What follows belongs to an exercise in optimizing a design on an open flow for small area; a production flow would make more cautious choices.
The RTL was checked by simulation tests, not by an equivalence proof against the original design.

== wip/onyx ==
Design decode_stage_p, start of the top module:
module decode_stage_p #(
    parameter int XLEN  = 32,
    parameter int NREG  = 32,
    parameter int CNT_W = 16
) (
    input  logic             clk,
    input  logic             rst,
    input  logic             in_valid,
    input  logic [31:0]      instr,
    input  logic [XLEN-1:0]  pc_plus4,
    input  logic             wb_we,
    input  logic [4:0]       wb_addr,
    input  logic [XLEN-1:0]  wb_data,
    input  logic             ex_memread,
    input  logic             ex_regwrite,
    input  logic [4:0]       ex_dst,
    input  logic             mem_memread,
    input  logic             mem_regwrite,
    input  logic [4:0]       mem_dst,
    input  logic [XLEN-1:0]  mem_alu,
    output logic             pc_write,
    output logic             ifid_write,
    output logic             ifid_flush,
    output logic             pc_src,
    output logic [XLEN-1:0]  branch_target,
    output logic             illegal_op,
    output logic [CNT_W-1:0] stall_cnt,
    output logic [CNT_W-1:0] flush_cnt,
    output logic             idex_valid,
    output logic [3:0]       idex_ex,
    output logic [2:0]       idex_m,
    output logic [1:0]       idex_wb,
    output logic [4:0]       idex_rs,
    output logic [4:0]       idex_rt,
    output logic [4:0]       idex_rd,
    output logic [XLEN-1:0]  idex_imm,
    output logic [XLEN-1:0]  idex_d1,
    output logic [XLEN-1:0]  idex_d2,
    output logic [XLEN-1:0]  idex_pc4
);
Size: roughly 3100 cells after synthesis, ~1200 flip-flops, about 370 I/O pins, about 50000 sq um of cells after synthesis.
==> flow/config.mk <==
export PLATFORM = sky130hd
export DESIGN_NAME = decode_stage_p
export DESIGN_NICKNAME = decode_stage_p
export VERILOG_FILES = /design/flow/design.v
export SDC_FILE = /design/flow/constraint.sdc
export NUM_CORES = 4
export LEC_CHECK = 0
export CAP_MARGIN = 5
export CORE_MARGIN = 2
export CORE_UTILIZATION = 65
export GPL_TIMING_DRIVEN = 1
export SETUP_SLACK_MARGIN = 0.4
export SLEW_MARGIN = 5
export SYNTH_HIERARCHICAL = 1
export SYNTH_MINIMUM_KEEP_SIZE = 0
==> flow/constraint.sdc <==
create_clock -name core_clock -period 8.0 [get_ports {clk}]
set_input_delay 1.6000 -clock core_clock [delete_from_list [all_inputs] [get_ports {clk}]]
set_output_delay 1.6000 -clock core_clock [all_outputs]
set_load 0.01 [all_outputs]
standard.sh (not shown) runs the stock make flow with config.mk's settings and CLKGATE_MAP_FILE= SYNTH_SCRIPT=/design/flow/synth_recipe.tcl, a recipe that flattens the netlist after the stock synthesis.
==> flow/flow/run.sh <==
#!/bin/bash
# Layout flow: the standard flow (standard.sh, unchanged synthesis), with
# three changes to how the layout is made:
# - the input and output port buffers use the smallest buffer cell
#   (sky130_fd_sc_hd__buf_1) instead of the one buffer_ports picks by itself;
#   repair still upsizes any of them that timing or slew needs;
# - timing-driven global placement keeps none of the trial buffering and
#   resizing it does to weight the nets (GPL_KEEP_OVERFLOW=0); the usual
#   repair steps after placement, CTS and global routing still run;
# - clock tree synthesis clusters up to 25 sinks within 100 um per leaf
#   buffer and inserts no dummy loads.
# Each step's full output goes to its own log in this folder; ORFS's per-stage
# logs stay under orfs/logs/.
set -euo pipefail
bash standard.sh synth > synth.log 2>&1
bash standard.sh \
  "BUFFER_PORTS_ARGS=-buffer_cell sky130_fd_sc_hd__buf_1" \
  "GPL_KEEP_OVERFLOW=0" \
  "CTS_ARGS=-sink_clustering_enable -repair_clock_nets -sink_clustering_size 25 -sink_clustering_max_diameter 100 -dont_use_dummy_load" \
  finish > layout.log 2>&1
wip/onyx: done, clean on timing, DRC and antenna
#### Input delta (wip/willow over wip/onyx)
--- a/flow/config.mk
+++ b/flow/config.mk
@@ -8,5 +8,5 @@
 export CAP_MARGIN = 5
 export CORE_MARGIN = 2
-export CORE_UTILIZATION = 65
+export CORE_UTILIZATION = 60
 export GPL_TIMING_DRIVEN = 1
 export SETUP_SLACK_MARGIN = 0.4
## What came out
wip/willow completed end to end with timing, DRC and antenna clean.
Relative to wip/onyx, the growth of design area from synthesis to finish of wip/willow is lower by 2.3 points.
wip/willow reports a higher die span in x than wip/onyx does.
wip/willow does worse than wip/onyx on worst setup slack.
Changes in wip/harbor relative to wip/willow:
--- a/flow/config.mk
+++ b/flow/config.mk
@@ -8,5 +8,5 @@
 export CAP_MARGIN = 5
 export CORE_MARGIN = 2
-export CORE_UTILIZATION = 60
+export CORE_UTILIZATION = 55
 export GPL_TIMING_DRIVEN = 1
 export SETUP_SLACK_MARGIN = 0.4
--- outcome ---
Against wip/willow as the reference, wip/harbor delivers a higher area enclosed by the die boundary.
Looking at wip/harbor and wip/willow, the total vias in the final route is a wash.
Changes observed in wip/harbor relative to wip/willow: post-route minimum period saw a decrease; synthesized area divided by synthesized cell count saw little to no change.
Design area, wip/harbor and wip/willow: smaller value in wip/willow
wip/harbor: placer congestion estimate lower than wip/willow
Compared with wip/willow, in wip/harbor cell count after placement went up; worst hold slack now sits higher; horizontal extent of the die went up by about 4.4%.

[what the ideal ports hide]
How much do the figures lean on ideal ports? The routed layouts below were timed once more, with nothing changed but the port constraints. Step 1, drivers: a clkbuf_16 drives clk and a buf_2 each remaining input, both assumed. Step 2 times the ports against the registers' clock, not the clock port: input delays grow and output delays shrink by t, the midpoint of the rising clock arrivals with the driver on. a / b / c = no drivers / after step 1 / after step 2; a / b = the first two.
| run | t, ns | slack for setup (ns) | pins driven straight from the clock port |
|---|---|---|---|
| wip/onyx | 0.722 | 0.184 / 0.132 / 0.132 | 1 |
| wip/willow | 0.731 | 0.158 / 0.136 / 0.136 | 1 |
| wip/harbor | 0.738 | 0.244 / 0.207 / 0.207 | 1 |
After both steps setup and hold are still met in every run listed. The setup slack of wip/onyx, which loses most, moves by -0.052 ns with the drivers and by -0.052 ns with both steps.
